Context: an optimization exercise on an open-source flow, tuned for small area. The choices shown serve that exercise and are no tape-out recipe. In this exercise RTL edits were held to simulation tests only and were not proved equivalent to the original. Power is estimated from default activity; no workload was simulated. The clock port is modelled as an ideal driver; clocking choices that lean on that would not hold on a real chip.

## P
==> flow/design.v <==
`timescale 1ns/1ps
module proc_top (
  input  logic        clk,
  input  logic        reset,
  output logic [31:0] imem_addr_o,
  input  logic [31:0] imem_data_i,
  input  logic [31:0] mngr2proc_data_i,
  input  logic        mngr2proc_val_i,
  output logic        mngr2proc_rdy_o,
  output logic [31:0] proc2mngr_data_o,
  output logic        proc2mngr_val_o,
  input  logic        proc2mngr_rdy_i
);
  logic [4:0]  ph;
  logic        st_init;    
  logic        st_br;      
  logic        st_w;       
  logic        run_q;      
  logic        cw_q;       
  logic [31:0] x;
  logic [4:0]  s1;
  logic [31:0] pc;
  logic        c_q;        
  logic        cp_q;       
  logic        ne_q;       
  logic        out_v;
  wire ph0  = (ph == 5'd0);
  wire ph31 = (ph == 5'd31);
  wire exec = !st_init && !st_br && !st_w;
  wire is_alu  = !x[6];
  wire is_r    = !x[6] &&  x[5];
  wire is_i    = !x[6] && !x[5];
  wire is_b    =  x[6] && !x[4] && !x[2];
  wire is_j    =  x[6] &&  x[2];
  wire is_csr  =  x[6] &&  x[4] && !x[2];
  wire is_csrr =  is_csr &&  x[13];
  wire is_csrw =  is_csr && !x[13];
  wire is_sub  =  is_r && x[30];
  wire [4:0] rd  = x[11:7];
  wire [4:0] rs2 = x[24:20];
  logic immb;
  logic [31:0] itab;
  always_comb begin
    itab[0] = is_i && x[20];
    for (int t = 1; t <= 4; t++)   itab[t] = is_b ? x[7 + t] : x[20 + t];
    for (int t = 5; t <= 10; t++)  itab[t] = x[20 + t];
    itab[11] = is_i ? x[31] : (is_b ? x[7] : x[20]);
    for (int t = 12; t <= 14; t++) itab[t] = is_j ? x[t] : x[31];
    for (int t = 15; t <= 19; t++) itab[t] = is_j ? s1[t - 15] : x[31];
    for (int t = 20; t <= 31; t++) itab[t] = x[31];
  end
  assign immb = itab[ph];
  wire cw  = ph0 ? (exec && is_csrw) : cw_q;
  wire dec = exec && !cw;
  wire run = ph0 ? !(is_csrr && !mngr2proc_val_i) : run_q;
  logic [31:0] rf0;
  logic        res;
  logic        wen;
  assign rf0[0] = 1'b0;
  genvar gi;
  generate
    for (gi = 1; gi < 32; gi = gi + 1) begin : g_rf
      logic [31:0] r;
      always_ff @(posedge clk) begin
        r <= {(wen && rd == gi) ? res : r[0], r[31:1]};
      end
      assign rf0[gi] = r[0];
    end
  endgenerate
  wire a    = rf0[s1];
  wire b2   = rf0[rs2];
  wire inb  = mngr2proc_data_i[ph];
  wire pcb  = pc[0];
  wire four = (ph == 5'd2);
  wire opa  = is_j ? pcb : a;
  wire opb  = is_r ? b2 : (is_i ? immb : four);
  wire opbx = opb ^ is_sub;
  wire cin  = ph0 ? is_sub : c_q;
  wire sum  = opa ^ opbx ^ cin;
  wire cout = (opa & opbx) | (cin & (opa ^ opbx));
  always_comb begin
    if (is_csr)               res = inb;
    else if (is_alu && x[14]) res = x[13] ? (x[12] ? (opa & opb) : (opa | opb)) : (opa ^ opb);
    else                      res = sum;
  end
  assign wen = dec && run && (is_alu || is_j || is_csrr);
  wire pupd  = (dec && run && !is_b) || st_br || cw;
  wire pop   = ((dec && is_j) || (st_br && ne_q)) ? immb : four;
  wire cpin  = !ph0 && cp_q;
  wire pc_in = st_init ? (ph == 5'd9) : (pupd ? (pcb ^ pop ^ cpin) : pcb);
  wire cpout = (pcb & pop) | (cpin & (pcb ^ pop));
  assign imem_addr_o = {pc_in, pc[31:1]};
  wire ld = ph31 && (st_init || st_br || (dec && run && !is_b) ||
                     (st_w && (!out_v || proc2mngr_rdy_i)));
  localparam logic [31:0] XLD = 32'hFFF0_7FF4;
  wire [31:0] x_sh = {a, x[31:1]};
  wire [31:0] x_ld = (imem_data_i & XLD) | (x_sh & ~XLD);
  always_ff @(posedge clk) begin
    pc   <= {pc_in, pc[31:1]};
    c_q  <= cout;
    cp_q <= cpout;
    if (!st_br) ne_q <= (!ph0 && ne_q) | (a ^ b2);
    run_q <= run;
    cw_q  <= cw;
    if (ld) begin
      x  <= x_ld;
      s1 <= imem_data_i[19:15];
    end else if (cw) begin
      x  <= x_sh;
    end
  end
  always_ff @(posedge clk) begin
    if (reset) begin
      ph      <= 5'd0;
      st_init <= 1'b1;
      st_br   <= 1'b0;
      st_w    <= 1'b0;
    end else begin
      ph <= ph + 5'd1;
      if (ph31) begin
        st_init <= 1'b0;
        st_br   <= dec && is_b;
        st_w    <= cw || (st_w && !ld);
      end
    end
  end
  always_ff @(posedge clk) begin
    if (reset) out_v <= 1'b0;
    else       out_v <= (cw && ph31) || (out_v && !proc2mngr_rdy_i);
  end
  assign proc2mngr_data_o = x;
  assign proc2mngr_val_o  = out_v;
  assign mngr2proc_rdy_o  = dec && is_csrr && run_q && ph31;
endmodule
export LEC_CHECK = 0
export CAP_MARGIN = 20
export CORE_MARGIN = 2
export CORE_UTILIZATION = 70
export PLACE_DENSITY = 0.8
export SLEW_MARGIN = 20
create_clock -name core_clock -period 10.0 [get_ports {clk}]
standard.sh (not shown) runs the stock make flow with config.mk's settings and CLKGATE_MAP_FILE= SYNTH_SCRIPT=/design/flow/synth_recipe.tcl, a recipe that flattens the netlist after the stock synthesis.
==> flow/flow/run.sh <==
#!/bin/bash
# The standard layout (standard.sh, unchanged synthesis), with two settings passed to ORFS:
# the port buffers are sky130_fd_sc_hd__buf_1 cells, and the clock tree uses clkbuf_16 leaf
# buffers on clusters of at most 32 flip-flops, without dummy loads.
set -euo pipefail
export BUFFER_PORTS_ARGS="-buffer_cell sky130_fd_sc_hd__buf_1"
export CTS_ARGS="-sink_clustering_enable -repair_clock_nets -sink_clustering_size 30 -sink_clustering_max_diameter 80 -buf_list sky130_fd_sc_hd__buf_12 -dont_use_dummy_load"
bash standard.sh > make_finish.log 2>&1
--- input diff P..Q ---
==> flow/flow/run.sh <==
#!/bin/bash
# The standard layout (standard.sh's make command) with these changes:
#  - synthesis runs flow/synth_area.tcl: the standard synthesis script with an area-oriented
#    ABC mapping script (flow/abc_map.script); registers are mapped before ABC and unchanged;
#  - the port buffers are sky130_fd_sc_hd__buf_1 cells;
#  - the clock tree uses clkbuf_16 leaf buffers on clusters of at most 32 flip-flops, without
#    dummy loads.
# All tool logs go to orfs/logs/ (ORFS's own per-step logs) and make_finish.log.
set -euo pipefail
here=$(pwd)
export FLOW_ABC_SCRIPT="$here/flow/abc_map.script"
export BUFFER_PORTS_ARGS="-buffer_cell sky130_fd_sc_hd__buf_1"
export CTS_ARGS="-sink_clustering_enable -repair_clock_nets -sink_clustering_size 26 -sink_clustering_max_diameter 80 -buf_list sky130_fd_sc_hd__buf_12 -dont_use_dummy_load"
grep -q 'SYNTH_SCRIPT=[^ ]*synth_recipe.tcl' standard.sh
sed "s#SYNTH_SCRIPT=[^ ]*synth_recipe.tcl#SYNTH_SCRIPT=$here/flow/synth_area.tcl#" standard.sh > standard_area.sh
bash standard_area.sh > make_finish.log 2>&1
==> flow/flow/abc_map.script (new file) <==
strash
dch
amap
topo
==> flow/flow/synth_area.tcl (new file) <==
# synth_recipe.tcl (the standard synthesis) with one change: ABC maps the logic with an
# area-oriented script (flow/abc_map.script) instead of ORFS's speed script. Flip-flops are
# mapped before ABC runs, so the registers, their names and cells stay those of the standard
# synthesis.
proc synth {args} { yosys synth -nofsm -noshare {*}$args }
proc abc {args} {
  set i [lsearch -exact $args -script]
  if {$i >= 0} { set args [lreplace $args [expr {$i + 1}] [expr {$i + 1}] $::env(FLOW_ABC_SCRIPT)] }
  yosys abc {*}$args
}
source $::env(SCRIPTS_DIR)/synth.tcl
# left out here: clear keep_hierarchy, flatten, clean up, hide names made inside functions, write 1_2_yosys.v
-- flow/config.mk --
<<< P, line 10
export CORE_UTILIZATION = 70
export PLACE_DENSITY = 0.8
>>> Q, line 10
export CORE_UTILIZATION = 60
export PLACE_DENSITY = 0.7
- P has a lower number of fillers in the final layout than Q.
- Going from P to Q, total half-perimeter wirelength after legalization and detailed placement shrank by more than 10%.
- Between P and Q, overall track demand over capacity in global routing is lower for Q, P comes in above that.
- Compared with P, Q shows a higher number of instances in the synthesized netlist.
- When Q is measured against P, its global placer's final weighted congestion turns out 3.1% lower.
- Per the comparison of Q with P, combined area of all synthesized cells dropped 2.8%, worst hold slack lost 0.0043 ns.
### Q -> R
==> flow/flow/run.sh <==
#!/bin/bash
# The standard layout (standard.sh, unchanged synthesis), with two settings passed to ORFS:
# the port buffers are sky130_fd_sc_hd__buf_1 cells, and the clock tree uses clkbuf_16 leaf
# buffers on clusters of at most 32 flip-flops, without dummy loads.
set -euo pipefail
export BUFFER_PORTS_ARGS="-buffer_cell sky130_fd_sc_hd__buf_1"
export CTS_ARGS="-sink_clustering_enable -repair_clock_nets -sink_clustering_size 22 -sink_clustering_max_diameter 80 -buf_list sky130_fd_sc_hd__buf_12 -dont_use_dummy_load"
bash standard.sh > make_finish.log 2>&1
-- flow/config.mk --
<<< Q, line 10
export CORE_UTILIZATION = 60
export PLACE_DENSITY = 0.7
>>> R, line 10
export CORE_UTILIZATION = 70
export PLACE_DENSITY = 0.8
removed: flow/flow/abc_map.script
removed: flow/flow/synth_area.tcl
==> notes.md <==
- Critical path depth: R < Q
- From Q to R the numbers moved as follows: I/O pin total about even; number of standard cells in the final layout excluding fillers decreased by about 6% relative to the old numbers; final HPWL from detailed placement has increased; routed wire length rose 20%; minimum clock period after layout now sits lower.
- Diff Q -> R | net count reported at finish | down by a few percent
Changes in S relative to R:
==> flow/flow/run.sh <==
#!/bin/bash
# The standard layout (standard.sh's make command) with these changes:
#  - synthesis runs flow/synth_area.tcl: the standard synthesis script with an area-oriented
#    ABC mapping script (flow/abc_map.script); registers are mapped before ABC and unchanged;
#  - the port buffers are sky130_fd_sc_hd__buf_1 cells;
#  - the clock tree uses clkbuf_16 leaf buffers on clusters of at most 32 flip-flops, without
#    dummy loads.
# All tool logs go to orfs/logs/ (ORFS's own per-step logs) and make_finish.log.
set -euo pipefail
here=$(pwd)
export FLOW_ABC_SCRIPT="$here/flow/abc_map.script"
export BUFFER_PORTS_ARGS="-buffer_cell sky130_fd_sc_hd__buf_1"
export CTS_ARGS="-sink_clustering_enable -repair_clock_nets -sink_clustering_size 26 -sink_clustering_max_diameter 80 -buf_list sky130_fd_sc_hd__buf_12 -dont_use_dummy_load"
grep -q 'SYNTH_SCRIPT=[^ ]*synth_recipe.tcl' standard.sh
sed "s#SYNTH_SCRIPT=[^ ]*synth_recipe.tcl#SYNTH_SCRIPT=$here/flow/synth_area.tcl#" standard.sh > standard_area.sh
bash standard_area.sh > make_finish.log 2>&1
==> flow/flow/abc_map.script (new file) <==
strash
dch
amap
topo
==> flow/flow/synth_area.tcl (new file) <==
# synth_recipe.tcl (the standard synthesis) with one change: ABC maps the logic with an
# area-oriented script (flow/abc_map.script) instead of ORFS's speed script. Flip-flops are
# mapped before ABC runs, so the registers, their names and cells stay those of the standard
# synthesis.
proc synth {args} { yosys synth -nofsm -noshare {*}$args }
proc abc {args} {
  set i [lsearch -exact $args -script]
  if {$i >= 0} { set args [lreplace $args [expr {$i + 1}] [expr {$i + 1}] $::env(FLOW_ABC_SCRIPT)] }
  yosys abc {*}$args
}
source $::env(SCRIPTS_DIR)/synth.tcl
# left out here: clear keep_hierarchy, flatten, clean up, hide names made inside functions, write 1_2_yosys.v
Notes after the runs:
- Global-route usage | S above R
- S — non-clock buffer count 0.75% higher, R as reference
- Critical path depth: S higher than R
- Between R and S, the remaining global-route overflow does not differ in any meaningful way.
- S vs. R: area after synthesis went down by about 2.8%.
- Looking at R and S, the switching power total is a wash.
- From R to S the numbers moved as follows: clock power share lost 1.4 points; pin slew with the least headroom to its limit went down 0.031 ns.
What T does differently from S at the input level:
-- flow/flow/run.sh --
<<< S, line 6
#  - the clock tree uses clkbuf_16 leaf buffers on clusters of at most 32 flip-flops, without
>>> T, line 6
#  - the clock tree uses buf_12 leaf buffers on clusters of at most 30 flip-flops, without
<<< S, line 13
export CTS_ARGS="-sink_clustering_enable -repair_clock_nets -sink_clustering_size 26 -sink_clustering_max_diameter 80 -buf_list sky130_fd_sc_hd__buf_12 -dont_use_dummy_load"
>>> T, line 13
export CTS_ARGS="-sink_clustering_enable -repair_clock_nets -sink_clustering_size 30 -sink_clustering_max_diameter 80 -buf_list sky130_fd_sc_hd__buf_12 -dont_use_dummy_load"
-- flow/config.mk --
<<< S, line 10
export CORE_UTILIZATION = 70
export PLACE_DENSITY = 0.8
>>> T, line 10
export CORE_UTILIZATION = 60
export PLACE_DENSITY = 0.7
S → T: setup slack rose 0.089 ns; via count fell about 6%; critical path depth about even; fmax rose 1.9 MHz.
NOTE: proportion of power drawn by the clock network in T falls short of that of S
T: full flow OK, the timing, design-rule and antenna checks passed

static timing again, ports no longer ideal:
The results above use ideal ports. As a check the final layouts listed here were re-extracted and re-timed, cells and wires unchanged.
Step 1: set_driving_cell puts a clkbuf_16 on clk and a buf_2 on each other input, an assumption about the parent block.
Step 2, shift: input delay + t, output delay - t, t = (earliest + latest rising clock arrival at the registers) / 2. This alone moves slack from input paths to output paths.
Three values: ideal, step 1, step 2; two values: the first two.
| run | t (ns) | setup slack, ns | worst setup path at the end | latest minus earliest clock arrival (ns) |
|---|---|---|---|---|
| P | 0.555 | 3.361 / 3.305 / 3.861 | register to output | 0.112 / 0.111 |
| Q | 0.560 | 3.164 / 3.113 / 3.673 | register to output | 0.076 / 0.076 |
| R | 0.591 | 3.200 / 3.143 / 3.734 | register to output | 0.084 / 0.084 |
| S | 0.592 | 3.080 / 3.026 / 3.617 | register to output | 0.069 / 0.069 |
| T | 0.546 | 3.170 / 3.118 / 3.664 | register to output | 0.100 / 0.100 |
After both steps setup and hold are still met in every run listed.
